From an optimization exercise on the open Yosys and OpenROAD flow, aimed at small area, a short achievable clock period and few clock cycles; shortcuts taken in it are not production practice.
Only simulation tests tie the RTL to the original design; equivalence was not proved.
Power figures rest on the tool's default switching activity, not on a simulated workload.

File: flow/flow/run.sh
#!/bin/bash
# Layout flow: the standard flow (standard.sh, every ORFS step from
# synthesis to the final layout, unchanged), with one change in how the layout
# is made: the buffers that global placement puts on every input and output
# port are buf_4 cells instead of the default choice.
set -e
export BUFFER_PORTS_ARGS="-buffer_cell sky130_fd_sc_hd__buf_4"
bash standard.sh > standard.log 2>&1
File: flow/standard.sh
#!/bin/bash
# synth_recipe.tcl (not shown) runs the flow's synth.tcl, then flattens the netlist and writes it again
# the make line also repeats each setting of config.mk as NAME=value (left out here)
make -C /OpenROAD-flow-scripts/flow DESIGN_CONFIG=/design/flow/config.mk WORK_HOME=/design/flow/orfs CLKGATE_MAP_FILE= SYNTH_SCRIPT=/design/flow/synth_recipe.tcl "${@:-finish}"
File: flow/config.mk
export PLATFORM = sky130hd
export DESIGN_NAME = hyperloglog_sketch_core
export DESIGN_NICKNAME = hyperloglog_sketch_core
export VERILOG_FILES = /design/flow/design.v
export SDC_FILE = /design/flow/constraint.sdc
export NUM_CORES = 4
export LEC_CHECK = 0
export CAP_MARGIN = 70
export CORE_MARGIN = 2
export CORE_UTILIZATION = 30
export SETUP_SLACK_MARGIN = 5
export SLEW_MARGIN = 70
File: flow/constraint.sdc
create_clock -name core_clock -period 11.0 [get_ports {clk}]
set_input_delay 2.2000 -clock core_clock [delete_from_list [all_inputs] [get_ports {clk}]]
set_output_delay 2.2000 -clock core_clock [all_outputs]
set_load 0.01 [all_outputs]
File: flow/design.v
package hll_pkg;
  localparam logic [2:0] OP_ADD      = 3'd0;
  localparam logic [2:0] OP_MERGE    = 3'd1;
  localparam logic [2:0] OP_LOAD     = 3'd2;
  localparam logic [2:0] OP_READ     = 3'd3;
  localparam logic [2:0] OP_ESTIMATE = 3'd4;
  localparam logic [40:0] S_LIN   = 41'h49b4acbe10;
  localparam logic [40:0] S_LARGE = 41'h00002b2fdd;
  localparam logic [40:0] S_TOP   = 41'h0000017087;
  localparam logic [64:0] ND      = 65'h1_7087_6000_0000_0000;
  localparam logic [41:0] REM47   = 42'h00000017087;
  localparam logic [41:0] REM43   = 42'h00000170876;
  localparam logic [41:0] REM26   = 42'h02e10ec0000;
  localparam logic [29:0] LN2_Q30 = 30'd744261118;
endpackage
module hll_ram (
  input  logic        clk,
  input  logic        clr,
  input  logic        wr_en,
  input  logic [8:0]  wr_addr,
  input  logic [4:0]  wr_data,
  input  logic [31:0] rd_sel,
  output logic [79:0] rd_part
);
  logic [511:0] plane0_r, plane1_r, plane2_r, plane3_r, plane4_r;
  logic [31:0]  sel_hi;
  logic [15:0]  sel_lo;
  logic [4:0]   wd;
  always_comb begin
    for (int k = 0; k < 32; k++) begin
      sel_hi[k] = clr || (wr_en && (wr_addr[8:4] == 5'(k)));
    end
    for (int j = 0; j < 16; j++) begin
      sel_lo[j] = clr || (wr_addr[3:0] == 4'(j));
    end
  end
  assign wd = clr ? 5'd0 : wr_data;
  for (genvar i = 0; i < 512; i++) begin : g_ent
    always_ff @(posedge clk) begin
      if (sel_hi[i / 16] && sel_lo[i % 16]) begin
        plane0_r[i] <= wd[0];
        plane1_r[i] <= wd[1];
        plane2_r[i] <= wd[2];
        plane3_r[i] <= wd[3];
        plane4_r[i] <= wd[4];
      end
    end
  end
  for (genvar g = 0; g < 16; g++) begin : g_rd
    assign rd_part[5*g + 0] = |(plane0_r[32*g +: 32] & rd_sel);
    assign rd_part[5*g + 1] = |(plane1_r[32*g +: 32] & rd_sel);
    assign rd_part[5*g + 2] = |(plane2_r[32*g +: 32] & rd_sel);
    assign rd_part[5*g + 3] = |(plane3_r[32*g +: 32] & rd_sel);
    assign rd_part[5*g + 4] = |(plane4_r[32*g +: 32] & rd_sel);
  end
endmodule
module hll_div (
  input  logic        clk,
  input  logic        rst_n,
  input  logic        req,
  input  logic        hold,
  input  logic        clear,
  input  logic [40:0] s,
  input  logic [9:0]  z,
  output logic        fin,
  output logic        push,
  output logic [31:0] card,
  output logic        sat
);
  typedef enum logic [3:0] {
    U_IDLE, U_W1, U_W2, U_W3, U_CMP, U_DIV, U_DFL, U_NEG, U_NORM, U_SQ, U_NEXT, U_PREP,
    U_MUL, U_FIN
  } ustate_t;
  ustate_t     state_r;
  logic [47:0] q_r;
  logic [41:0] rem_r;
  logic [41:0] acc_r;      
  logic        qb_r;       
  logic        qv_r;
  logic [31:0] frac_r;
  logic [5:0]  n_r;
  logic [5:0]  cnt_r;
  logic [4:0]  bit_r;
  logic        mbit_r;
  logic        large_r;
  logic [2:0]  nd_r;       
  logic        sat_r;
  logic        lin_r;
  logic        top_r;
  logic        lrg_r;
  logic        zn_r;
  logic [11:0] rom_r;
  logic [5:0]  jm_r;       
  logic [5:0]  jm;
  logic [11:0] rom_card;
  logic        done_n;
  logic        push_r;
  logic [31:0] card_r;
  logic        osat_r;
  logic [41:0] rem_sh;
  logic [41:0] dsr;
  logic [22:0] rem_lo;
  logic [20:0] rem_hi;
  logic        dph_r;
  logic        dcy_r;
  logic        sg_r;
  logic [31:0] ln2_ext;
  logic [31:0] mplier;
  logic [4:0]  bit_n;
  logic [16:0] sum_lo;
  logic [16:0] sum_hi;
  logic        ph_r;
  logic        cy_r;
  logic [37:0] d;
  logic        r_sat;
  hll_lin_rom u_rom (
    .zeros (z),
    .card  (rom_card)
  );
  always_comb begin
    jm = 6'd0;
    for (int i = 0; i < 41; i++) begin
      if (s[i]) begin
        jm = 6'(i);
      end
    end
  end
  always_ff @(posedge clk) begin
    jm_r  <= jm;
    lin_r <= (s >= hll_pkg::S_LIN);
    top_r <= (s <= hll_pkg::S_TOP);
    lrg_r <= (s <= hll_pkg::S_LARGE);
    zn_r  <= (z != 10'd0);
    rom_r <= rom_card;
  end
  assign rem_sh  = {rem_r[40:0], nd_r[2]};
  assign dsr     = sg_r ? {1'b0, s} : ~{1'b0, s};
  assign rem_lo  = {1'b0, rem_sh[20:0], 1'b1} + {1'b0, dsr[20:0], !sg_r};
  assign rem_hi  = rem_r[41:21] + dsr[41:21] + {20'd0, dcy_r};
  assign ln2_ext = {2'b00, hll_pkg::LN2_Q30};
  assign mplier  = (state_r == U_MUL) ? ln2_ext : q_r[47:16];
  assign bit_n   = bit_r + 5'd1;
  assign sum_lo  = {1'b0, acc_r[25:10]} + (mbit_r ? {1'b0, q_r[31:16]} : 17'd0);
  assign sum_hi  = {1'b0, acc_r[41:26]} + (mbit_r ? {1'b0, q_r[47:32]} : 17'd0)
                   + {16'd0, cy_r};
  assign d       = {6'd48, 32'd0} - {n_r, frac_r};
  assign r_sat   = (acc_r[37:32] != 6'd0);
  always_comb begin
    done_n = 1'b0;
    case (state_r)
      U_CMP:   done_n = !hold && ((lin_r && zn_r) || (!lin_r && top_r));
      U_DFL:   done_n = !large_r;
      U_FIN:   done_n = 1'b1;
      default: done_n = 1'b0;
    endcase
  end
  always_ff @(posedge clk) begin
    if (!rst_n) begin
      push_r <= 1'b0;
    end else begin
      push_r <= done_n;
    end
  end
  assign fin  = done_n;
  assign push = push_r;
  always_ff @(posedge clk) begin
    if (!rst_n || clear) begin
      card_r <= '0;
      osat_r <= 1'b0;
    end else if (push_r) begin
      card_r <= q_r[31:0];
      osat_r <= sat_r;
    end
  end
  always_ff @(posedge clk) begin
    if (!rst_n) begin
      state_r   <= U_IDLE;
    end else begin
      case (state_r)
        U_IDLE: begin
          if (req) begin
            state_r <= U_W1;
          end
        end
        U_W1: begin
          state_r <= U_W2;
        end
        U_W2: begin
          state_r <= U_W3;
        end
        U_W3: begin
          state_r <= U_CMP;
        end
        U_CMP: begin
          if (!hold) begin
            sat_r   <= 1'b0;
            q_r     <= '0;
            large_r <= 1'b0;
            nd_r    <= 3'b000;
            dph_r   <= 1'b0;
            sg_r    <= 1'b0;
            qv_r    <= 1'b0;
            if (lin_r && zn_r) begin
              q_r[11:0] <= rom_r;
              state_r   <= U_IDLE;
            end else if (lin_r) begin
              rem_r   <= 42'(hll_pkg::ND >> (7'd65 - {1'b0, jm_r}));
              cnt_r   <= 6'd49 - jm_r;
              state_r <= U_DIV;
            end else if (top_r) begin
              q_r[31:0] <= 32'hFFFF_FFFF;
              sat_r     <= 1'b1;
              state_r   <= U_IDLE;
            end else if (lrg_r) begin
              rem_r   <= {1'b0, hll_pkg::REM47[40:0]};
              cnt_r   <= 6'd48;
              large_r <= 1'b1;
              nd_r    <= 3'b011;
              state_r <= U_DIV;
            end else begin
              rem_r   <= 42'(hll_pkg::ND >> (7'd65 - {1'b0, jm_r}));
              cnt_r   <= 6'd49 - jm_r;
              state_r <= U_DIV;
            end
          end
        end
        U_DIV: begin
          dph_r <= !dph_r;
          if (!dph_r) begin
            rem_r <= {rem_sh[41:21], rem_lo[21:1]};
            dcy_r <= rem_lo[22];
            nd_r  <= {nd_r[1:0], 1'b0};
            if (qv_r) begin
              q_r <= {q_r[46:0], qb_r};
            end
          end else begin
            rem_r[41:21] <= rem_hi;
            sg_r         <= rem_hi[20];
            qb_r         <= !rem_hi[20];
            qv_r         <= 1'b1;
            cnt_r        <= cnt_r - 6'd1;
            if (cnt_r == 6'd1) begin
              state_r <= U_DFL;
            end
          end
        end
        U_DFL: begin
          q_r     <= {q_r[46:0], qb_r};
          dph_r   <= 1'b0;
          state_r <= large_r ? U_NEG : U_IDLE;
        end
        U_NEG: begin
          dph_r <= 1'b1;
          if (!dph_r) begin
            {dcy_r, q_r[23:0]} <= {1'b0, ~q_r[23:0]} + 25'd1;
          end else begin
            q_r[47:24] <= ~q_r[47:24] + {23'd0, dcy_r};
            n_r        <= 6'd47;
            state_r    <= U_NORM;
          end
        end
        U_NORM: begin
          acc_r  <= '0;
          bit_r  <= '0;
          ph_r   <= 1'b0;
          cnt_r  <= 6'd31;
          mbit_r <= q_r[16];
          if (q_r[47]) begin
            state_r <= U_SQ;
          end else begin
            q_r <= q_r << 1;
            n_r <= n_r - 6'd1;
          end
        end
        U_SQ, U_MUL: begin
          ph_r <= !ph_r;
          if (!ph_r) begin
            acc_r[25:10] <= sum_lo[15:0];
            cy_r         <= sum_lo[16];
          end else begin
            acc_r  <= {sum_hi, acc_r[25:10], acc_r[9:1]};
            bit_r  <= bit_n;
            mbit_r <= mplier[bit_n];
            if (bit_r == 5'd31) begin
              state_r <= (state_r == U_MUL) ? U_FIN : U_NEXT;
            end
          end
        end
        U_NEXT: begin
          frac_r     <= {frac_r[30:0], acc_r[41]};
          q_r[47:16] <= acc_r[41] ? acc_r[41:10] : {acc_r[40:10], acc_r[9]};
          mbit_r     <= acc_r[41] ? acc_r[10] : acc_r[9];
          acc_r      <= '0;
          cnt_r      <= cnt_r - 6'd1;
          state_r    <= (cnt_r == 6'd0) ? U_PREP : U_SQ;
        end
        U_PREP: begin
          q_r[47:16] <= {2'b00, d[37:8]};
          mbit_r     <= ln2_ext[0];
          ph_r       <= 1'b0;
          state_r    <= U_MUL;
        end
        U_FIN: begin
          q_r[31:0] <= r_sat ? 32'hFFFF_FFFF : acc_r[31:0];
          sat_r     <= r_sat;
          state_r   <= U_IDLE;
        end
        default: begin
          state_r <= U_IDLE;
        end
      endcase
    end
  end
  assign card = card_r;
  assign sat  = osat_r;
endmodule
module hll_lin_rom (
  input  logic [9:0]  zeros,
  output logic [11:0] card
);
  localparam logic [511:0] T0 = 512'haaaaaaab554aad52a56a52969696925b649364c9999999ce738e3c3c3f03ffc007ff03e1c73999b24b52aaa56d939c0fe0e64aab63fc6a983767617bb66297ac;
  localparam logic [511:0] T1 = 512'h66666666ccd99b366cd9364db24db6c92db6d25b4b4b4b5ad6a56a956aa955555555aab56a52d2db6d9b33398e1c1ff01fe1c666d6a94ce00ed580d3996fcc0e;
  localparam logic [511:0] T2 = 512'h1e1e1e1e3c3878f1e3c70e3c71c38e38e38e31c738c738c6319ce6731998cccccccc999326c9b64924b69694a54ab555554a94b49b318f0001ccaa9c759b8edc;
  localparam logic [511:0] T3 = 512'h01fe01fe03f807f01fc0fe03f03f81f81f81f03f07c0f83e0f83e1f0f8783c3c3c3c7870e1c78e38e38e718c63398cccccd9b26db694a5555569331ff353ac02;
  localparam logic [511:0] T4 = 512'h0001fffe0007fff0003ffe000fff8007ff800fff003ff801ff801ff007f803fc03fc07f01fc07e07e07e0f83e0f87c3c3c3871e38e739cccccdb694aa59c6796;
  localparam logic [511:0] T5 = 512'h00000001fffffff0000001ffffff8000007fffff000007ffff80000ffff80003fffc000fffc001ffe001ff801ff803fc03f80fe07e0f83c3c3c718c66cb54852;
  localparam logic [511:0] T6 = 512'h000000000000000fffffffffffff800000000000ffffffffff8000000007fffffffc0000003fffffe000007ffff80003fff8001ffe007fc03fc0f83e1c73256a;
  localparam logic [511:0] T7 = 512'h00000000000000000000000000007fffffffffffffffffffff800000000000000003ffffffffffffe00000000007fffffff8000001ffffc0003ff801fc0f1cd0;
  localparam logic [511:0] T8 = 512'h000000000000000000000000000000000000000000000000007fffffffffffffffffffffffffffffe0000000000000000007ffffffffffc0000007fffc00fc34;
  localparam logic [511:0] T9 = 512'h000000000000000000000000000000000000000000000000000000000000000000000000000000001fffffffffffffffffffffffffffffc00000000003fffc0c;
  localparam logic [511:0] T10 = 512'h000000000000000000000000000000000000000000000000000000000000000000000000000000000000000000000000000000000000003ffffffffffffffc02;
  localparam logic [511:0] T11 = 512'h000000000000000000000000000000000000000000000000000000000000000000000000000000000000000000000000000000000000000000000000000003fe;
  always_comb begin
    card = 12'd0;
    if (!zeros[9]) begin
      card[0] = T0[zeros[8:0]];
      card[1] = T1[zeros[8:0]];
      card[2] = T2[zeros[8:0]];
      card[3] = T3[zeros[8:0]];
      card[4] = T4[zeros[8:0]];
      card[5] = T5[zeros[8:0]];
      card[6] = T6[zeros[8:0]];
      card[7] = T7[zeros[8:0]];
      card[8] = T8[zeros[8:0]];
      card[9] = T9[zeros[8:0]];
      card[10] = T10[zeros[8:0]];
      card[11] = T11[zeros[8:0]];
    end
  end
endmodule
module hyperloglog_sketch_core (
  input  logic        clk,
  input  logic        rst_n,
  input  logic        in_valid,
  output logic        in_ready,
  input  logic [2:0]  in_opcode,
  input  logic [31:0] in_hash_value,
  input  logic [9:0]  in_reg_index,
  input  logic [4:0]  in_reg_value,
  output logic        out_valid,
  input  logic        out_ready,
  output logic [4:0]  out_read_value,
  output logic [31:0] out_cardinality,
  output logic        out_saturated,
  output logic        out_changed
);
  localparam int unsigned NG = 16;           
  logic        rst_q;
  logic        in_ready_r;
  logic [2:0]  owed_r;     
  logic        vr_r;
  logic [2:0]  opr_r;
  logic [8:0]  idxr_r;
  logic [31:0] selr_r;     
  logic [4:0]  nvr_r;      
  logic        v1_r;
  logic [2:0]  op1_r;
  logic [8:0]  idx1_r;
  logic [NG-1:0]   sel1_r;  
  logic [4:0]  nv1_r;
  logic [5*NG-1:0] part_r;
  logic [NG-1:0]   pgt_r;   
  logic        mx_r;       
  logic        mw_r;       
  logic        gtx_r;      
  logic        gtw_r;      
  logic        we2_r;
  logic [8:0]  widx2_r;
  logic [4:0]  wval2_r;
  logic [4:0]  old2_r;
  logic        we3_r;
  logic [4:0]  wval3_r;
  logic        dv_r;
  logic [31:0] ds_r;       
  logic        dn_r;       
  logic [1:0]  dz_r;
  logic [40:0] s_r;
  logic [9:0]  z_r;
  logic [2:0]  cnt_r;
  logic        out_valid_r;
  logic [4:0]  q_rd_r  [4];
  logic        q_chg_r [4];
  logic        est_head_r;  
  logic        eb_r;
  logic        accept;
  logic        pop;
  logic [5*NG-1:0] part;
  logic [NG-1:0]   pgt;
  logic [4:0]  rd_raw;
  logic [4:0]  rd;
  logic [4:0]  rank;
  logic [8:0]  idx_in;
  logic [4:0]  nvr;
  logic        gt_raw;
  logic        is_am;
  logic        gt;
  logic        do_wr;
  logic        push_x;
  logic        est_req;
  logic        est_fin;
  logic        est_push;
  logic        push;
  logic [4:0]  push_rd;
  logic        push_chg;
  logic [2:0]  wpos;
  logic        est_pop;
  logic        room_n;
  logic        block_n;
  logic [31:0] th_new;
  logic [31:0] th_old;
  logic [31:0] dm;
  logic        dn;
  logic [22:0] s_lo;
  logic [19:0] s_hi;
  logic [10:0] dsh_r;
  logic        dnh_r;
  logic        scy_r;
  logic        dvh_r;
  logic [31:0] card;
  logic        sat;
  assign accept = in_valid && in_ready_r;
  assign pop    = out_valid_r && out_ready;
  always_comb begin
    rank = 5'd24;
    for (int b = 0; b < 23; b++) begin
      if (in_hash_value[b]) begin
        rank = 5'(23 - b);
      end
    end
  end
  assign idx_in = (in_opcode == hll_pkg::OP_ADD) ? in_hash_value[8:0]
                                                : in_reg_index[8:0];
  assign nvr    = nvr_r;
  always_comb begin
    for (int g = 0; g < NG; g++) begin
      pgt[g] = (nvr > part[5*g +: 5]);
    end
  end
  always_ff @(posedge clk) begin
    rst_q <= rst_n;
    opr_r  <= in_opcode;
    idxr_r <= idx_in;
    for (int k = 0; k < 32; k++) begin
      selr_r[k] <= (in_opcode == hll_pkg::OP_ADD) ? (in_hash_value[4:0] == 5'(k))
                                                  : (in_reg_index[4:0] == 5'(k));
    end
    nvr_r  <= (in_opcode == hll_pkg::OP_ADD) ? rank : in_reg_value;
    op1_r  <= opr_r;
    idx1_r <= idxr_r;
    for (int g = 0; g < NG; g++) begin
      sel1_r[g] <= (idxr_r[8:5] == 4'(g));
    end
    nv1_r  <= nvr;
    part_r <= part;
    pgt_r  <= pgt;
    mx_r   <= (idxr_r == idx1_r);
    mw_r   <= (idxr_r == widx2_r);
    gtx_r  <= (nvr > nv1_r);
    gtw_r  <= (nvr > wval2_r);
    widx2_r <= idx1_r;
    wval2_r <= nv1_r;
    old2_r  <= rd;
    wval3_r <= wval2_r;
    if (!rst_n) begin
      vr_r  <= 1'b0;
      v1_r  <= 1'b0;
      we2_r <= 1'b0;
      we3_r <= 1'b0;
    end else begin
      vr_r  <= accept;
      v1_r  <= vr_r;
      we2_r <= do_wr;
      we3_r <= we2_r;
    end
  end
  hll_ram u_ram (
    .clk     (clk),
    .clr     (!rst_q),
    .wr_en   (we2_r),
    .wr_addr (widx2_r),
    .wr_data (wval2_r),
    .rd_sel  (selr_r),
    .rd_part (part)
  );
  always_comb begin
    rd_raw = 5'd0;
    for (int g = 0; g < NG; g++) begin
      rd_raw = rd_raw | (part_r[5*g +: 5] & {5{sel1_r[g]}});
    end
  end
  assign gt_raw = |(pgt_r & sel1_r);
  assign rd     = (we2_r && mx_r) ? wval2_r :
                  (we3_r && mw_r) ? wval3_r : rd_raw;
  assign gt     = (we2_r && mx_r) ? gtx_r :
                  (we3_r && mw_r) ? gtw_r : gt_raw;
  assign is_am  = (op1_r == hll_pkg::OP_ADD) || (op1_r == hll_pkg::OP_MERGE);
  assign do_wr  = v1_r && ((is_am && gt) || (op1_r == hll_pkg::OP_LOAD));
  assign push_x = v1_r && (op1_r != hll_pkg::OP_ESTIMATE);
  assign est_req = v1_r && (op1_r == hll_pkg::OP_ESTIMATE);
  assign push_rd  = est_push ? 5'd0 : ((op1_r == hll_pkg::OP_READ) ? rd : 5'd0);
  assign push_chg = !est_push && is_am && gt;
  always_comb begin
    for (int i = 0; i < 32; i++) begin
      th_new[i] = (wval2_r >= 5'(31 - i));
      th_old[i] = (old2_r >= 5'(31 - i));
    end
  end
  assign dm    = th_new ^ th_old;
  assign dn    = (wval2_r > old2_r);
  assign s_lo  = {1'b0, s_r[20:0], 1'b1} + {1'b0, ds_r[20:0], dn_r};
  assign s_hi  = s_r[40:21] + {{9{dnh_r}}, dsh_r} + {19'd0, scy_r};
  always_ff @(posedge clk) begin
    ds_r <= dn ? ~dm : dm;
    dn_r <= dn;
    dz_r <= 2'(wval2_r == 5'd0) - 2'(old2_r == 5'd0);
    dsh_r <= ds_r[31:21];
    dnh_r <= dn_r;
    scy_r <= s_lo[22];
    if (!rst_n) begin
      dv_r  <= 1'b0;
      dvh_r <= 1'b0;
      s_r   <= 41'h100_0000_0000;
      z_r   <= 10'd512;
    end else begin
      dv_r  <= we2_r;
      dvh_r <= dv_r;
      if (dv_r) begin
        s_r[20:0] <= s_lo[21:1];
        z_r       <= z_r + {{8{dz_r[1]}}, dz_r};
      end
      if (dvh_r) begin
        s_r[40:21] <= s_hi;
      end
    end
  end
  assign push = push_x || est_push;
  assign wpos = cnt_r - 3'(pop);
  assign est_pop = pop && est_head_r;
  always_ff @(posedge clk) begin
    if (pop) begin
      q_rd_r[0]  <= q_rd_r[1];
      q_chg_r[0] <= q_chg_r[1];
      q_rd_r[1]  <= q_rd_r[2];
      q_chg_r[1] <= q_chg_r[2];
      q_rd_r[2]  <= q_rd_r[3];
      q_chg_r[2] <= q_chg_r[3];
    end
    if (push) begin
      q_rd_r[wpos[1:0]]  <= push_rd;
      q_chg_r[wpos[1:0]] <= push_chg;
    end
    if (!rst_n) begin
      cnt_r       <= 3'd0;
      out_valid_r <= 1'b0;
      est_head_r  <= 1'b0;
    end else begin
      if (est_push) begin
        est_head_r <= 1'b1;
      end else if (pop) begin
        est_head_r <= 1'b0;
      end
      case ({push, pop})
        2'b10:   cnt_r <= cnt_r + 3'd1;
        2'b01:   cnt_r <= cnt_r - 3'd1;
        default: cnt_r <= cnt_r;
      endcase
      out_valid_r <= push || (cnt_r >= 3'd2) || ((cnt_r == 3'd1) && !pop);
    end
  end
  always_comb begin
    case ({accept, pop})
      2'b10:   room_n = (owed_r <= 3'd2);
      2'b01:   room_n = (owed_r <= 3'd4);
      default: room_n = (owed_r <= 3'd3);
    endcase
  end
  assign block_n = (accept && (in_opcode == hll_pkg::OP_ESTIMATE)) ||
                   (vr_r && (opr_r == hll_pkg::OP_ESTIMATE)) || est_req ||
                   (eb_r && !est_fin && !est_push);
  always_ff @(posedge clk) begin
    if (!rst_n) begin
      in_ready_r <= 1'b1;
      owed_r     <= 3'd0;
      eb_r       <= 1'b0;
    end else begin
      if (est_req) begin
        eb_r <= 1'b1;
      end else if (est_push) begin
        eb_r <= 1'b0;
      end
      in_ready_r <= !block_n && room_n;
      owed_r     <= owed_r + 3'(accept) - 3'(pop);
    end
  end
  hll_div u_est (
    .clk   (clk),
    .rst_n (rst_n),
    .req   (est_req),
    .hold  (cnt_r != 3'd0),
    .clear (est_pop),
    .s     (s_r),
    .z     (z_r),
    .fin   (est_fin),
    .push  (est_push),
    .card  (card),
    .sat   (sat)
  );
  assign in_ready        = in_ready_r;
  assign out_valid       = out_valid_r;
  assign out_read_value  = q_rd_r[0];
  assign out_changed     = q_chg_r[0];
  assign out_cardinality = card;
  assign out_saturated   = sat;
endmodule
==> results of run 1 <==
registers in the layout (all words and copies together), names as in the netlist, 11 cells and up:
| name | cells |
|---|---|
| pgt_r | 16 |
| s_r | 41 |
| dsh_r | 11 |
| u_est.q_r | 48 |
| q_rd_r | 20 |
| u_ram.plane3_r | 512 |
| u_est.acc_r | 42 |
| u_ram.plane1_r | 512 |
| u_est.card_r | 32 |
| u_est.rom_r | 12 |
| u_ram.plane4_r | 512 |
| u_est.frac_r | 32 |
| u_ram.plane2_r | 512 |
| part_r | 80 |
| u_ram.plane0_r | 512 |
| ds_r | 32 |
| selr_r | 32 |
| sel1_r | 16 |
| u_est.rem_r | 42 |
per-layer routing:
| layer | GRT usage | up-vias | routed length [µm] |
|---|---|---|---|
| met2 | 0.290 | 5054 | 195000 |
| met5 | 0 | - | 0 |
| met1 | 0.258 | 45228 | 176000 |
| met3 | 0.0312 | 729 | 41300 |
| met4 | 0.0601 | 0 | 14300 |
| li1 | - | 38454 | - |
per-stage QoR:
stage | utilization | setup slack, ns | power (mW) | cell area, µm²
after global routing | 0.356 | 6.85 | 28.0 | 156000
after CTS | 0.354 | 7.05 | 27.2 | 155000
after global placement | 0.318 | 6.21 | 16.6 | 139000
after detailed placement | 0.332 | 6.76 | 16.8 | 145000
final | 0.356 | 7.10 | 27.2 | 156000
after floorplan | - | 1.50 | 15.6 | 132000
cells in the final DEF, fill, tap and decap left out, types with 244 or more instances in the layout:
cell type / instances
sky130_fd_sc_hd__nand2_1: 470
sky130_fd_sc_hd__dfxtp_1: 296
sky130_fd_sc_hd__edfxtp_1: 2778
sky130_fd_sc_hd__a22oi_1: 1241
sky130_fd_sc_hd__clkbuf_16: 323
sky130_fd_sc_hd__a21oi_1: 338
sky130_fd_sc_hd__nand4_1: 244
sky130_fd_sc_hd__ha_1: 253
sky130_fd_sc_hd__nor2_2: 447
sky130_fd_sc_hd__o21ai_0: 265
sky130_fd_sc_hd__nor2_1: 484
cell type report:
type,instances,area [µm²],area share
tap,5757,7200,0.0462
clock inverter,165,1370,0.00877
multi-input combinational,5818,40400,0.259
inverter,182,697,0.00447
sequential,3157,91200,0.585
timing repair buffer,504,6500,0.0417
antenna,2,5.00,0.0000321
clock buffer,407,8580,0.0550
power groups by stage:
stage | clock [mW] | sequential (mW) | combinational [mW]
final | 10.6 | 14.2 | 2.47
after global routing | 11.1 | 14.2 | 2.64
after CTS | 10.6 | 14.2 | 2.42
after detailed placement | 0 | 14.4 | 2.40
after global placement | 0 | 14.4 | 2.14
after floorplan | 0 | 14.3 | 1.34
cells by family after synthesis:
logic type	count (synthesis)	synth area share
AOI/OAI and AO/OA	2535	0.134
xor gates and xnor gates	293	0.0195
adders and majority gates	271	0.0263
buffers and inverters	835	0.0245
DFF	3157	0.690
muxes	159	0.0133
and+or+nand+nor	2560	0.0919
worst register-to-register path, stage by stage (launching register included):
cell	delay, ns
sky130_fd_sc_hd__edfxtp_1	0.39
sky130_fd_sc_hd__buf_8	0.18
sky130_fd_sc_hd__buf_12	0.21
sky130_fd_sc_hd__xnor2_1	0.17
sky130_fd_sc_hd__ha_1	0.36
sky130_fd_sc_hd__and3_1	0.22
sky130_fd_sc_hd__a32oi_2	0.30
sky130_fd_sc_hd__a21boi_1	0.14
sky130_fd_sc_hd__o41a_1	0.43
sky130_fd_sc_hd__a21o_1	0.20
sky130_fd_sc_hd__o21ai_2	0.17
sky130_fd_sc_hd__a21oi_1	0.11
sky130_fd_sc_hd__a21o_1	0.23
sky130_fd_sc_hd__a2111oi_2	0.37
sky130_fd_sc_hd__nor3_1	0.14
path summary, 6_finish.rpt:
path,start,to,slack (ns),depth (start not counted)
max,u_est.sg_r$_SDFFCE_PN0P_,u_est.dcy_r$_DFFE_PP_,7.10,14
min reg2reg,ds_r[23]$_DFF_P_,dsh_r[2]$_DFF_P_,0.33,0
min,ds_r[23]$_DFF_P_,dsh_r[2]$_DFF_P_,0.33,0
max reg2reg,u_est.sg_r$_SDFFCE_PN0P_,u_est.dcy_r$_DFFE_PP_,7.10,14
==> reports/results.md, run 1 <==
| Metric | This run |
| --- | --- |
| List of cells traversed by the critical path | buf_8, buf_12, xnor2_1, ha_1, and3_1, a32oi_2, a21boi_1, o41a_1, a21o_1, o21ai_2, a21oi_1, a21o_1, a2111oi_2, nor3_1 |
| Logic gate share of total power | 0.091 |
| Root buffer selected by CTS | sky130_fd_sc_hd__clkbuf_16 |
| Vias per cell | 5.59 |
| Net count of the mapped netlist | 10,134 |
| Sinks on the clock net | 3,157 |
| Cell types with the highest counts after synthesis | sky130_fd_sc_hd__edfxtp_1 (2,778), sky130_fd_sc_hd__a22oi_1 (1,241), sky130_fd_sc_hd__nor2_1 (1,025) |
| Syn_area_per_cell | 13.4 µm² |
| Aggregate global routing overflow | 0 |
| Number of nets with antenna violations after detailed routing | 0 |
| Clock tree from TritonCTS | built |
| Critical path class | reg -> reg |
| Buffers added on ports | 84 |
| Number of warnings reported in the yosys synthesis log | 4 |
| First-pass GRT wire length | 612 mm |
| Share of the yosys chip area belonging to registers | 0.690 |
| Count of flip-flops with a built-in enable after synthesis | 2,778 |
| Clock-pin slew of the registers on the worst-case setup and hold paths | 0.06 ns |
| Starting DRC count in detailed routing | 12,644 |
| Net switching share of the total power | 0.247 |
| CP max stage cell | sky130_fd_sc_hd__o41a_1 |
| Fin. max-slew vios | 0 |
| Placed Cells | 15,393 |
| Source-to-sink clock delay at the later pin of the worst-skew pair | 0.97 ns |
| Clock Path Buffers | 4 |
| Fill count | 41,516 |
| Total number of H-tree levels | 5 |
| Fraction of synthesis flops using an asynchronous set or reset pin | 0 |
| Number of core rows | 243 |
| Largest delay contributor family on the critical path | compound AO/OA/AOI/OAI gates |
| Relative contribution of sequential cells to total power | 0.521 |
| Syn Inst Count | 9,810 |
| Post-Synthesis Cell Area | 0.132 mm² |
| Post-CTS Setup Inserts | 0 |
| Part of the cycle the worst path needs | 0.354 |
| # setup viols final | 0 |
| Max IR drop VDD | 0.138 mV |
| Detailed-route wire length | 427 mm |
| Pin count of the biggest net entering global routing | 81 |
| Via total after detailed routing | 89,465 |
| Leakage power | 52.7 nW |
| Register bit total from synthesis | 3,157 |
| Routed length per placed instance | 26.7 µm |
| CTS-repair resized insts | 0 |
| Final cell count without fillers | 15,992 |
| Fraction of final layout cells sized beyond drive strength 1 | 0.176 |
| Number of distinct library cells after synthesis | 102 |
| Most common cell in the netlist | sky130_fd_sc_hd__edfxtp_1 |
| Portion of total power attributed to the clock network | 0.389 |
| Net load switching power | 6.73 mW |
| Height of the die | 667 µm |
| Achievable Freq | 0.257 GHz |
| Number of primary I/O pins | 95 |
| Critical Path End Type | flip-flop |
| Worst EP required | 11.61 ns |
| Worst Hold Class | reg -> reg |
| Time the worst path needs with I/O delays and setup | 3.90 ns |
| Worst slew pin tran | 0.488 ns |
| Internal power of the cells | 20.5 mW |
| Floorplan die area | 0.445 mm² |
| All-Layer GR Usage | 0.184 |
| Total of hold buffers inserted after clock tree synthesis | 0 |
| Number of global-route vias before repair | 84,724 |
| Max-Slew Margin vs Limit | 0.675 |
| Final clock skew | 0.111 ns |
| TritonCTS buffer count | 316 |
| Crit path top cell by count | sky130_fd_sc_hd__a21o_1 |
| Count of nets after finishing | 10,303 |
| Worst-case hold slack | 0.326 ns |
| Number of antenna violations at the first check in global routing | 6 |
| Detailed-routing iteration count for the pre-antenna-repair pass | 7 |
| DIE WIDTH | 667 µm |
| Main area contributors after synthesis | sky130_fd_sc_hd__edfxtp_1 (63%), sky130_fd_sc_hd__a22oi_1 (7.1%), sky130_fd_sc_hd__dfxtp_1 (5.8%), sky130_fd_sc_hd__nor2_1 (2.9%), sky130_fd_sc_hd__ha_1 (2.5%) |
| Worst setup SP type | flip-flop |
| Power density relative to cell area | 175 mW/mm² |
| Worst path buffer plus inverter count | 2 |
| Synth-to-Final Area Change | 18.2% |
| Setup repair after global routing missed its margin | no |
| Post-synth top area share | 0.633 |
| Worst stage delay on the critical path | 0.43 ns |
| Final Wtd Congestion | 0.903 |
| Placeable core region | 0.438 mm² |
| Result of the run | timing/DRC/antenna clean |
| Ys flop type | sky130_fd_sc_hd__edfxtp_1 |
| Final TNS setup | 0 ns |
| Initial core utilization | 0.301 |
| Half-perimeter wire length after placement | 284 mm |
| Number of maximum-capacitance constraint violations | 0 |
| Yosys top cell by area | sky130_fd_sc_hd__edfxtp_1 |
| Final hold violations | 0 |
| DR DRC count | 0 |
| Arrival time of data at the critical path endpoint | 4.51 ns |
| Critical-path maximum fanout | 32 |
Testbench counts, summed over its fixed seeds: cycles 15,227.
==> inputs of run 2 (changes only) <==
--- a/flow/config.mk
+++ b/flow/config.mk
@@ -5,8 +5,8 @@
 export SDC_FILE = /design/flow/constraint.sdc
 export NUM_CORES = 4
 export LEC_CHECK = 0
-export CAP_MARGIN = 70
+export CAP_MARGIN = 50
 export CORE_MARGIN = 2
 export CORE_UTILIZATION = 30
 export SETUP_SLACK_MARGIN = 5
-export SLEW_MARGIN = 70
+export SLEW_MARGIN = 50
==> reports/results.md, run 2 <==
| Metric | This run |
| --- | --- |
| Result of the run | timing/DRC/antenna clean |
| Half-perimeter wire length after placement | 266 mm |
| Leakage power | 51.0 nW |
| DR DRC count | 0 |
| Number of primary I/O pins | 95 |
| Number of nets with antenna violations after detailed routing | 0 |
| Power Total | 27.0 mW |
| Clock Path Buffers | 4 |
| Placeable core region | 0.438 mm² |
| Sinks on the clock net | 3,157 |
| Worst EP required | 11.82 ns |
| CP max stage cell | sky130_fd_sc_hd__or4_1 |
| Achievable Freq | 0.248 GHz |
| Fin. max-slew vios | 0 |
| Number of global-route vias before repair | 83,511 |
| Critical path class | reg -> reg |
| Crit path top cell by count | sky130_fd_sc_hd__buf_4 |
| Worst Hold Class | reg -> reg |
| Arrival time of data at the critical path endpoint | 4.85 ns |
| Post-CTS Setup Inserts | 0 |
| Final hold violations | 0 |
| R2R depth | 13 |
| Total number of H-tree levels | 5 |
| Finished Cell Area | 0.150 mm² |
| Source-to-sink clock delay at the later pin of the worst-skew pair | 0.91 ns |
| Final Wtd Congestion | 0.903 |
| Number of distinct library cells after synthesis | 102 |
| Critical R2R Launch | selr_r[30]$_DFF_P_ |
| Height of the die | 667 µm |
| WP depth | 13 |
| Pin count of the biggest net entering global routing | 173 |
| CTS-repair resized insts | 0 |
| DIE WIDTH | 667 µm |
| Post-synth top area share | 0.633 |
| Endpoint of the lowest-slack register-to-register path | pgt_r[13]$_DFF_P_ |
| Synth-to-Final Area Change | 13.9% |
| Critical-path maximum fanout | 22 |
| Number of maximum-capacitance constraint violations | 0 |
| Worst stage delay on the critical path | 0.82 ns |
| Buffers added on ports | 84 |
| Syn Inst Count | 9,810 |
| Time the worst path needs with I/O delays and setup | 4.03 ns |
| Starting DRC count in detailed routing | 12,241 |
| Power density relative to cell area | 179 mW/mm² |
| Final TNS setup | 0 ns |
| # setup viols final | 0 |
| Root buffer selected by CTS | sky130_fd_sc_hd__clkbuf_16 |
| Number of antenna violations at the first check in global routing | 14 |
| Worst setup SP type | flip-flop |
| Share of the yosys chip area belonging to registers | 0.690 |
| Crit path launch | selr_r[30]$_DFF_P_ |
| Count of nets after finishing | 10,115 |
| Yosys top cell by area | sky130_fd_sc_hd__edfxtp_1 |
| Fraction of final layout cells sized beyond drive strength 1 | 0.102 |
| Setup repair after global routing missed its margin | no |
| TritonCTS buffer count | 318 |
| Commonest non-fill, non-tap cells in the layout | sky130_fd_sc_hd__edfxtp_1 (2,778), sky130_fd_sc_hd__a22oi_1 (1,241), sky130_fd_sc_hd__nor2_1 (957) |
| Critical path destination | pgt_r[13]$_DFF_P_ |
| Largest delay contributor family on the critical path | simple AND/OR/NAND/NOR gates |
| Clock-pin slew of the registers on the worst-case setup and hold paths | 0.06 ns |
| Number of core rows | 243 |
| Aggregate global routing overflow | 0 |
| Worst path buffer plus inverter count | 2 |
| Post-Synthesis Cell Area | 0.132 mm² |
| Clock tree from TritonCTS | built |
| All-Layer GR Usage | 0.183 |
| Most common cell after layout, fill and taps aside | sky130_fd_sc_hd__edfxtp_1 |
| List of cells traversed by the critical path | buf_4, buf_4, a22o_1, a221oi_1, nand3_1, or4_1, ha_1, nor2b_1, o21a_1, o21ai_0, nand2b_1, a21oi_1, a31oi_1 |
| Worst slew pin tran | 0.791 ns |
| Via total after detailed routing | 88,506 |
| Number of warnings reported in the yosys synthesis log | 4 |
| Max IR drop VDD | 0.141 mV |
| Instance area after placement | 0.140 mm² |
| Main area contributors after synthesis | sky130_fd_sc_hd__edfxtp_1 (63%), sky130_fd_sc_hd__a22oi_1 (7.1%), sky130_fd_sc_hd__dfxtp_1 (5.8%), sky130_fd_sc_hd__nor2_1 (2.9%), sky130_fd_sc_hd__ha_1 (2.5%) |
| Minimum setup slack among reg-to-reg paths | 6.97 ns |
| Cell types with the highest counts after synthesis | sky130_fd_sc_hd__edfxtp_1 (2,778), sky130_fd_sc_hd__a22oi_1 (1,241), sky130_fd_sc_hd__nor2_1 (1,025) |
| Part of the cycle the worst path needs | 0.367 |
| Most common cell in the netlist | sky130_fd_sc_hd__edfxtp_1 |
| Final clock skew | 0.103 ns |
| Total of hold buffers inserted after clock tree synthesis | 0 |
| Max-Slew Margin vs Limit | 0.473 |
| Routed length per placed instance | 26.9 µm |
| Net count of the mapped netlist | 10,134 |
| Syn_area_per_cell | 13.4 µm² |
| Fill count | 42,282 |
| First-pass GRT wire length | 605 mm |
| Vias per cell | 5.60 |
| Register bit total from synthesis | 3,157 |
| Fraction of synthesis flops using an asynchronous set or reset pin | 0 |
| Detailed-route wire length | 425 mm |
| Utilization after layout | 0.343 |
| Critical Path End Type | flip-flop |
| Ys flop type | sky130_fd_sc_hd__edfxtp_1 |
| Initial core utilization | 0.301 |
| Count of flip-flops with a built-in enable after synthesis | 2,778 |
| Detailed-routing iteration count for the pre-antenna-repair pass | 7 |
| Floorplan die area | 0.445 mm² |
run 2: changes by cell type in the layout (fill, tap and decap cells not counted), sizes merged, moves of 3 or more:
cell | before | now
buf | 492 | 312
clkbuf | 412 | 424
clkinv | 137 | 132
inv | 191 | 186
bufinv | 13 | 10
clkdlybuf4s18 | 3 | 0
clkdlybuf4s25 | 3 | 0
run 2: per-stage QoR:
step / std cells / worst slack (ns) / hold slack (ns)
3_5_place_dp: 15222 / 6.49 / 0.312
4_1_cts: 15794 / 6.87 / 0.311
6_report: 15804 / 6.97 / 0.308
5_1_grt: 15801 / 6.83 / 0.325
3_3_place_gp: 15189 / 6.21 / 0.313
2_1_floorplan: 9810 / 1.50 / 0.310
run 2: how the worst min path moves through the flow:
stage | end | slack, ns | cells past startpoint | from
2_1_floorplan | dsh_r[0]$_DFF_P_ | 0.31 | 0 | ds_r[21]$_DFF_P_
3_3_place_gp | dsh_r[5]$_DFF_P_ | 0.31 | 0 | ds_r[26]$_DFF_P_
3_5_place_dp | dsh_r[2]$_DFF_P_ | 0.31 | 0 | ds_r[23]$_DFF_P_
4_1_cts | dsh_r[5]$_DFF_P_ | 0.31 | 0 | ds_r[26]$_DFF_P_
5_1_grt | dsh_r[5]$_DFF_P_ | 0.32 | 0 | ds_r[26]$_DFF_P_
6_report | dsh_r[5]$_DFF_P_ | 0.31 | 0 | ds_r[26]$_DFF_P_
run 2: cell type report:
type | instances | area, µm² | area share
inverter | 182 | 687 | 0.00457
multi-input combinational | 5818 | 38300 | 0.255
clock buffer | 422 | 8790 | 0.0585
antenna | 4 | 10.0 | 0.0000666
tap | 5757 | 7200 | 0.0479
timing repair buffer | 314 | 3020 | 0.0201
sequential | 3157 | 91200 | 0.607
clock inverter | 150 | 1120 | 0.00744
run 2: metal layers:
metal	vias to the layer above	routed length (µm)	GRT usage
li1	38052	-	-
met1	44710	174000	0.254
met2	5028	195000	0.291
met3	714	42600	0.0320
met4	2	13100	0.0546
met5	-	7	0
run 2: where the power goes:
| part | switching [mW] | internal (mW) | leakage [nW] |
|---|---|---|---|
| Clock | 4.64 | 5.87 | 4.86 |
| Sequential | 0.349 | 13.8 | 30.2 |
| Combinational | 1.58 | 0.665 | 15.9 |
| Total | 6.57 | 20.4 | 51.0 |
run 2: logic make-up (layout without fill, tap and decap cells):
group / after synthesis / in the layout / synth area share
muxes: 159 / 159 / 0.0133
other: 0 / 4 / 0
and+or+nand+nor: 2560 / 2560 / 0.0919
adders and majority gates: 271 / 271 / 0.0263
DFF: 3157 / 3157 / 0.690
buffers and inverters: 835 / 1068 / 0.0245
xor gates and xnor gates: 293 / 293 / 0.0195
AOI/OAI and AO/OA: 2535 / 2535 / 0.134
==> inputs of run 3 (changes only) <==
--- a/flow/design.v
+++ b/flow/design.v
@@ -60,6 +60,7 @@
   input  logic        req,
   input  logic        hold,
   input  logic        clear,
+  input  logic        upd,
   input  logic [40:0] s,
   input  logic [9:0]  z,
   output logic        fin,
@@ -68,7 +69,7 @@
   output logic        sat
 );
   typedef enum logic [3:0] {
-    U_IDLE, U_W1, U_W2, U_W3, U_CMP, U_DIV, U_DFL, U_NEG, U_NORM, U_SQ, U_NEXT, U_PREP,
+    U_IDLE, U_WAIT, U_CMP, U_DIV, U_DFL, U_NEG, U_NORM, U_SQ, U_NEXT, U_PREP,
     U_MUL, U_FIN
   } ustate_t;
   ustate_t     state_r;
@@ -179,17 +180,13 @@
       case (state_r)
         U_IDLE: begin
           if (req) begin
-            state_r <= U_W1;
+            state_r <= upd ? U_WAIT : U_CMP;
           end
         end
-        U_W1: begin
-          state_r <= U_W2;
-        end
-        U_W2: begin
-          state_r <= U_W3;
-        end
-        U_W3: begin
-          state_r <= U_CMP;
+        U_WAIT: begin
+          if (!upd) begin
+            state_r <= U_CMP;
+          end
         end
         U_CMP: begin
           if (!hold) begin
@@ -618,6 +615,7 @@
     .req   (est_req),
     .hold  (cnt_r != 3'd0),
     .clear (est_pop),
+    .upd   (we2_r || dv_r || dvh_r),
     .s     (s_r),
     .z     (z_r),
     .fin   (est_fin),
==> reports/results.md, run 3 <==
| Metric | This run |
| --- | --- |
| Net switching share of the total power | 0.260 |
| Worst setup SP type | flip-flop |
| Placeable core region | 0.438 mm² |
| Max-Slew Margin vs Limit | 0.469 |
| Height of the die | 667 µm |
| DR DRC count | 0 |
| CTS-repair resized insts | 0 |
| Clock-pin slew of the registers on the worst-case setup and hold paths | 0.06 ns |
| Utilization after layout | 0.344 |
| Critical-path maximum fanout | 44 |
| Number of maximum-capacitance constraint violations | 0 |
| Pin count of the biggest net entering global routing | 141 |
| Count of flip-flops with a built-in enable after synthesis | 2,778 |
| Source-to-sink clock delay at the later pin of the worst-skew pair | 0.98 ns |
| Final Wtd Congestion | 0.885 |
| Starting DRC count in detailed routing | 12,201 |
| Post-synth top area share | 0.633 |
| Fill count | 42,027 |
| CP max stage cell | sky130_fd_sc_hd__a2111oi_2 |
| Fraction of final layout cells sized beyond drive strength 1 | 0.102 |
| Number of primary I/O pins | 95 |
| Largest delay contributor family on the critical path | compound AO/OA/AOI/OAI gates |
| Critical Path End Type | flip-flop |
| Max IR drop VDD | 0.129 mV |
| Cell types with the highest counts after synthesis | sky130_fd_sc_hd__edfxtp_1 (2,778), sky130_fd_sc_hd__a22oi_1 (1,238), sky130_fd_sc_hd__nor2_1 (1,017) |
| Synth-to-Final Area Change | 14.4% |
| Worst path buffer plus inverter count | 1 |
| Proportion of synthesized area in mux cells | 0.0127 |
| Worst Hold Class | reg -> reg |
| # setup viols final | 0 |
| TritonCTS buffer count | 321 |
| Half-perimeter wire length after placement | 275 mm |
| Most common cell after layout, fill and taps aside | sky130_fd_sc_hd__edfxtp_1 |
| Leakage power | 51.1 nW |
| Clock Path Buffers | 4 |
| Xor/xnor cell area share of the yosys netlist | 0.0196 |
| Relative contribution of sequential cells to total power | 0.508 |
| First-pass GRT wire length | 614 mm |
| Result of the run | timing/DRC/antenna clean |
| Placement Setup Slack | 6.34 ns |
| Complex-gate fraction of the synthesized area | 0.136 |
| Total number of H-tree levels | 5 |
| Time the worst path needs with I/O delays and setup | 4.25 ns |
| Adder-Cell Fraction of Synth Area | 0.0264 |
| Fin. max-slew vios | 0 |
| Arrival time of data at the critical path endpoint | 4.91 ns |
| Net load switching power | 7.46 mW |
| Fraction of synthesis flops using an asynchronous set or reset pin | 0 |
| Most common cell in the netlist | sky130_fd_sc_hd__edfxtp_1 |
| Root buffer selected by CTS | sky130_fd_sc_hd__clkbuf_16 |
| Count of nets after finishing | 10,151 |
| Worst slew pin tran | 0.797 ns |
| Buffers added on ports | 84 |
| Post-route worst setup slack | 6.75 ns |
| Post-CTS Setup Inserts | 0 |
| Syn Inst Count | 9,815 |
| Register bit total from synthesis | 3,157 |
| Number of warnings reported in the yosys synthesis log | 4 |
| Routed length per placed instance | 27.3 µm |
| Number of antenna violations at the first check in global routing | 14 |
| Yosys top cell by area | sky130_fd_sc_hd__edfxtp_1 |
| Critical path class | reg -> reg |
| Vias per cell | 5.62 |
| Final TNS setup | 0 ns |
| Worst-case hold slack | 0.321 ns |
| Logic gate share of total power | 0.116 |
| Detailed-route wire length | 433 mm |
| Detailed-routing iteration count for the pre-antenna-repair pass | 9 |
| Syn_area_per_cell | 13.4 µm² |
| Number of core rows | 243 |
| Commonest non-fill, non-tap cells in the layout | sky130_fd_sc_hd__edfxtp_1 (2,778), sky130_fd_sc_hd__a22oi_1 (1,238), sky130_fd_sc_hd__nor2_1 (956) |
| Critical R2R Launch | u_est.sg_r$_SDFFCE_PN0P_ |
| Min-delay src | idx1_r[4]$_DFF_P_ |
| Dominant combinational cell family by area after synthesis | compound AO/OA/AOI/OAI gates |
| Power density relative to cell area | 190 mW/mm² |
| Power Total | 28.6 mW |
| Number of nets with antenna violations after detailed routing | 0 |
| Sinks on the clock net | 3,157 |
| Via total after detailed routing | 89,083 |
| Crit path launch | u_est.sg_r$_SDFFCE_PN0P_ |
| Worst stage delay on the critical path | 0.42 ns |
| Part of the cycle the worst path needs | 0.386 |
| DIE WIDTH | 667 µm |
| All-Layer GR Usage | 0.186 |
| Final hold violations | 0 |
| Ys flop type | sky130_fd_sc_hd__edfxtp_1 |
| Number of global-route vias before repair | 84,029 |
| Worst EP required | 11.65 ns |
| Crit path top cell by count | sky130_fd_sc_hd__o21ai_0 |
| Portion of total power attributed to the clock network | 0.376 |
| Achievable Freq | 0.235 GHz |
| Initial core utilization | 0.301 |
| Number of distinct library cells after synthesis | 86 |
| Net count of the mapped netlist | 10,141 |
| Total of hold buffers inserted after clock tree synthesis | 0 |
| Main area contributors after synthesis | sky130_fd_sc_hd__edfxtp_1 (63%), sky130_fd_sc_hd__a22oi_1 (7.1%), sky130_fd_sc_hd__dfxtp_1 (5.8%), sky130_fd_sc_hd__nor2_1 (2.9%), sky130_fd_sc_hd__ha_1 (2.5%) |
| Share of the yosys chip area belonging to registers | 0.691 |
| Final clock skew | 0.105 ns |
| Simple-gate area share of the yosys netlist | 0.0905 |
| List of cells traversed by the critical path | buf_6, xnor2_1, ha_1, o21ai_0, a21oi_1, o41ai_1, o21ai_0, o21ai_0, o21ai_0, and4_1, a2111oi_2, mux2i_1, o211ai_1 |
| Post-Synthesis Cell Area | 0.132 mm² |
| Floorplan die area | 0.444 mm² |
| Clock tree from TritonCTS | built |
| Internal power of the cells | 21.2 mW |
| Setup repair after global routing missed its margin | no |
| Aggregate global routing overflow | 0 |
[run 3: cell types whose count changed in the layout (fill, tap and decap cells not counted), sizes merged, moves of 10 or more]
cell and change:
o21ai +28, clkbuf +24, clkinv -19, nor2b -18, and3 +16, nor3 +16, xnor2 +15, xor2 -13
nand2 +12, a221oi +11, buf +11, or2 -11, or3 -11, a21boi -10
[run 3: path summary, 6_finish.rpt]
path | depth (start not counted) | slack, ns | endpoint
max | 13 | 6.75 | u_est.rem_r[20]$_DFFE_PP_
min | 0 | 0.32 | widx2_r[4]$_DFF_P_
max reg2reg | 13 | 6.75 | u_est.rem_r[20]$_DFFE_PP_
min reg2reg | 0 | 0.32 | widx2_r[4]$_DFF_P_
[run 3: routing by layer]
layer | track usage | wire, µm | up-vias
li1 | - | - | 38196
met1 | 0.255 | 174000 | 44899
met2 | 0.297 | 198000 | 5132
met3 | 0.0330 | 42700 | 850
met4 | 0.0662 | 17800 | 6
met5 | 0 | 251 | -
[run 3: per-stage QoR]
stage / area, µm² / std cells
after CTS: 151000 / 15838
after global placement: 139000 / 15215
final: 151000 / 15849
after floorplan: 132000 / 9815
after detailed placement: 140000 / 15256
after global routing: 151000 / 15847
[run 3: logic make-up after synthesis]
| kind of cell | Yosys count |
|---|---|
| buffers and inverters | 821 |
| AND/OR/NAND/NOR | 2541 |
| flip-flops | 3157 |
| XOR/XNOR | 295 |
| multiplexers | 152 |
| AO/OA/AOI/OAI | 2577 |
| adder cells (fa/ha/maj) | 272 |
[run 3: layout make-up]
cell class | instances | area [µm²] | area share
Inverter | 181 | 682 | 0.00453
Sequential cell | 3157 | 91200 | 0.605
Multi-Input combinational cell | 5837 | 38300 | 0.254
Antenna cell | 8 | 20.0 | 0.000133
Clock buffer | 444 | 8780 | 0.0583
Tap cell | 5757 | 7200 | 0.0478
Clock inverter | 138 | 1410 | 0.00937
Timing Repair Buffer | 327 | 3140 | 0.0209
[run 3: power groups by stage]
stage	sequential, mW	combinational [mW]	clock, mW
after global routing	14.6	3.60	11.3
after floorplan	14.6	2.13	0
final	14.5	3.32	10.8
after detailed placement	14.8	3.27	0
after CTS	14.5	3.29	10.8
after global placement	14.8	3.20	0
[run 3: worst register-to-register path, stage by stage (launching register included)]
cell and delay [ns]:
sky130_fd_sc_hd__edfxtp_1 0.34, sky130_fd_sc_hd__buf_6 0.40, sky130_fd_sc_hd__xnor2_1 0.26, sky130_fd_sc_hd__ha_1 0.39
sky130_fd_sc_hd__o21ai_0 0.20, sky130_fd_sc_hd__a21oi_1 0.10, sky130_fd_sc_hd__o41ai_1 0.32, sky130_fd_sc_hd__o21ai_0 0.28
sky130_fd_sc_hd__o21ai_0 0.34, sky130_fd_sc_hd__o21ai_0 0.23, sky130_fd_sc_hd__and4_1 0.27, sky130_fd_sc_hd__a2111oi_2 0.42
sky130_fd_sc_hd__mux2i_1 0.31, sky130_fd_sc_hd__o211ai_1 0.13
Testbench counts of run 3, summed over its fixed seeds: cycles 15,167.
==> inputs of run 4 (changes only) <==
==> flow/run.sh (new file) <==
#!/bin/bash
# synth_recipe.tcl (not shown) runs the flow's synth.tcl, then flattens the netlist and writes it again
# the make line also repeats each setting of config.mk as NAME=value (left out here)
make -C /OpenROAD-flow-scripts/flow DESIGN_CONFIG=/design/flow/config.mk WORK_HOME=/design/flow/orfs CLKGATE_MAP_FILE= SYNTH_SCRIPT=/design/flow/synth_recipe.tcl finish
removed: flow/flow/run.sh
removed: flow/standard.sh
==> reports/results.md, run 4 <==
| Metric | This run |
| --- | --- |
| Worst EP required | 11.84 ns |
| Detailed-routing iteration count for the pre-antenna-repair pass | 7 |
| Height of the die | 667 µm |
| Final clock skew | 0.103 ns |
| Cell types with the highest counts after synthesis | sky130_fd_sc_hd__edfxtp_1 (2,778), sky130_fd_sc_hd__a22oi_1 (1,238), sky130_fd_sc_hd__nor2_1 (1,017) |
| Initial core utilization | 0.301 |
| Number of nets with antenna violations after detailed routing | 0 |
| CTS-repair resized insts | 0 |
| DR DRC count | 0 |
| Fraction of final layout cells sized beyond drive strength 1 | 0.0951 |
| Source-to-sink clock delay at the later pin of the worst-skew pair | 0.96 ns |
| Worst hold stages | 0 |
| Post-CTS Setup Inserts | 0 |
| Detailed-route wire length | 433 mm |
| All-Layer GR Usage | 0.187 |
| Power density relative to cell area | 192 mW/mm² |
| Critical-path maximum fanout | 31 |
| Critical R2R Launch | selr_r[1]$_DFF_P_ |
| Main area contributors after synthesis | sky130_fd_sc_hd__edfxtp_1 (63%), sky130_fd_sc_hd__a22oi_1 (7.1%), sky130_fd_sc_hd__dfxtp_1 (5.8%), sky130_fd_sc_hd__nor2_1 (2.9%), sky130_fd_sc_hd__ha_1 (2.5%) |
| Worst Hold Class | reg -> reg |
| Time the worst path needs with I/O delays and setup | 4.25 ns |
| Aggregate global routing overflow | 0 |
| Clock Path Buffers | 4 |
| Register bit total from synthesis | 3,157 |
| Leakage power | 51.1 nW |
| Max IR drop VDD | 0.136 mV |
| Min-delay src | ds_r[26]$_DFF_P_ |
| Number of core rows | 243 |
| First-pass GRT wire length | 616 mm |
| Number of antenna violations at the first check in global routing | 8 |
| Worst slew pin tran | 0.795 ns |
| Post-route worst setup slack | 6.75 ns |
| Critical Path End Type | flip-flop |
| Final Wtd Congestion | 0.892 |
| Part of the cycle the worst path needs | 0.386 |
| Crit path launch | selr_r[1]$_DFF_P_ |
| Placeable core region | 0.438 mm² |
| Clock tree from TritonCTS | built |
| Placement Setup Slack | 6.00 ns |
| Worst setup SP type | flip-flop |
| Number of warnings reported in the yosys synthesis log | 4 |
| Number of global-route vias before repair | 84,626 |
| Count of nets after finishing | 10,153 |
| Sinks on the clock net | 3,157 |
| Power Total | 29.0 mW |
| Number of primary I/O pins | 95 |
| Total number of H-tree levels | 5 |
| Half-perimeter wire length after placement | 274 mm |
| Fin. max-slew vios | 0 |
| Via total after detailed routing | 89,205 |
| Synth-to-Final Area Change | 14.8% |
| Routed length per placed instance | 27.3 µm |
| Setup repair after global routing missed its margin | no |
| Total of hold buffers inserted after clock tree synthesis | 0 |
| Max-Slew Margin vs Limit | 0.470 |
| Ys flop type | sky130_fd_sc_hd__edfxtp_1 |
| Most common cell after layout, fill and taps aside | sky130_fd_sc_hd__edfxtp_1 |
| Number of distinct library cells after synthesis | 86 |
| Count of flip-flops with a built-in enable after synthesis | 2,778 |
| Syn_area_per_cell | 13.4 µm² |
| Final TNS setup | 0 ns |
| Root buffer selected by CTS | sky130_fd_sc_hd__clkbuf_16 |
| R2R depth | 13 |
| Pin count of the biggest net entering global routing | 112 |
| Clock-pin slew of the registers on the worst-case setup and hold paths | 0.06 ns |
| Yosys top cell by area | sky130_fd_sc_hd__edfxtp_1 |
| Buffers added on ports | 84 |
| Critical path class | reg -> reg |
| Post-Synthesis Cell Area | 0.132 mm² |
| DIE WIDTH | 667 µm |
| Achievable Freq | 0.235 GHz |
| Floorplan die area | 0.444 mm² |
| TritonCTS buffer count | 329 |
| Vias per cell | 5.62 |
| Most common cell in the netlist | sky130_fd_sc_hd__edfxtp_1 |
| Commonest non-fill, non-tap cells in the layout | sky130_fd_sc_hd__edfxtp_1 (2,778), sky130_fd_sc_hd__a22oi_1 (1,238), sky130_fd_sc_hd__nor2_1 (956) |
| Net count of the mapped netlist | 10,141 |
| Result of the run | timing/DRC/antenna clean |
| Syn Inst Count | 9,815 |
| Starting DRC count in detailed routing | 12,445 |
| Post-synth top area share | 0.633 |
| Arrival time of data at the critical path endpoint | 5.08 ns |
| Number of maximum-capacitance constraint violations | 0 |
| Fraction of synthesis flops using an asynchronous set or reset pin | 0 |
| # setup viols final | 0 |
| Share of the yosys chip area belonging to registers | 0.691 |
| Final hold violations | 0 |
run 4: cell counts after synthesis:
Identical to the previous run, type by type.
run 4: layout make-up:
cell class / count / area (µm²)
antenna: 4 / 10.0
timing repair buffer: 321 / 3190
fill: 41903 / 286000
multi-input combinational: 5837 / 38300
clock inverter: 182 / 1830
sequential: 3157 / 91200
inverter: 181 / 687
tap: 5757 / 7200
clock buffer: 427 / 8780
run 4: report_power, final:
part	internal [mW]	leakage, nW	total, mW	switching, mW
logic	1.14	15.9	3.34	2.20
registers	14.0	30.1	14.6	0.512
clock network	6.27	5.14	11.1	4.85
run 4: stage by stage:
stage / std cells / utilization / hold slack, ns / area (µm²)
after floorplan: 9815 / - / 0.310 / 132000
after global placement: 15220 / 0.319 / 0.312 / 140000
after detailed placement: 15247 / 0.321 / 0.312 / 140000
after CTS: 15856 / 0.345 / 0.326 / 151000
after global routing: 15862 / 0.346 / 0.328 / 151000
final: 15866 / 0.346 / 0.324 / 151000
run 4: per-layer routing:
layer | up-vias | global-route usage | routed length, µm
met1 | 45014 | 0.256 | 175000
met2 | 5166 | 0.301 | 199000
li1 | 38185 | - | -
met5 | - | 0 | 0
met4 | 0 | 0.0639 | 17200
met3 | 840 | 0.0303 | 42000
run 4: final timing paths:
check,to,slack (ns)
max,pgt_r[6]$_DFF_P_,6.75
min,dsh_r[5]$_DFF_P_,0.32
max reg2reg,pgt_r[6]$_DFF_P_,6.75
min reg2reg,dsh_r[5]$_DFF_P_,0.32
run 4: worst max-delay path: stages, from the launching register on:
cell and delay [ns]:
sky130_fd_sc_hd__dfxtp_4 0.70, sky130_fd_sc_hd__buf_4 0.68, sky130_fd_sc_hd__buf_4 0.65, sky130_fd_sc_hd__a22oi_1 0.27
sky130_fd_sc_hd__nand4_1 0.20, sky130_fd_sc_hd__nor2_1 0.06, sky130_fd_sc_hd__and2_1 0.30, sky130_fd_sc_hd__ha_1 0.37
sky130_fd_sc_hd__nor2b_1 0.14, sky130_fd_sc_hd__o21a_1 0.15, sky130_fd_sc_hd__o21ai_0 0.18, sky130_fd_sc_hd__nand2b_1 0.09
sky130_fd_sc_hd__a21oi_1 0.16, sky130_fd_sc_hd__a31oi_1 0.06
run 4: logic make-up (layout without fill, tap and decap cells):
group	count (synthesis)	in the layout	synth area share
other cells	0	4	0
flops	3157	3157	0.691
mux	152	152	0.0127
compound gates	2577	2577	0.136
fa+ha+maj	272	272	0.0264
simple gates	2541	2541	0.0905
buf+inv	821	1111	0.0235
xor+xnor	295	295	0.0196

[what the ideal ports hide]
How much do the figures lean on ideal ports? The routed layouts below were timed once more, with nothing changed but the port constraints.
Step 1 sets driving cells, clkbuf_16 on the clock port and buf_2 on the other inputs (assumed; they add their load-dependent delay and slew).
Step 2, shift: input delay + t, output delay - t, t = (earliest + latest rising clock arrival at the registers) / 2. This alone moves slack from input paths to output paths.
Three values: ideal ports, drivers, drivers and shift; two values: the first two.
| run | shift t [ns] | setup slack, ns | latest minus earliest clock arrival (ns) | worst data-port slew with drivers (ns) |
|---|---|---|---|---|
| run 1 | 1.022 | 7.104 / 7.041 / 6.732 | 0.111 / 0.111 | 0.12 |
| run 2 | 0.972 | 6.967 / 6.967 / 6.485 | 0.109 / 0.109 | 0.13 |
| run 3 | 1.021 | 6.749 / 6.749 / 6.371 | 0.105 / 0.104 | 0.25 |
| run 4 | 1.034 | 6.753 / 6.753 / 6.011 | 0.129 / 0.129 | 0.26 |
After both steps every run listed still meets setup and hold. For run 4, which loses most, drivers alone change the setup slack by 0.000 ns; drivers and shift together by -0.742 ns.
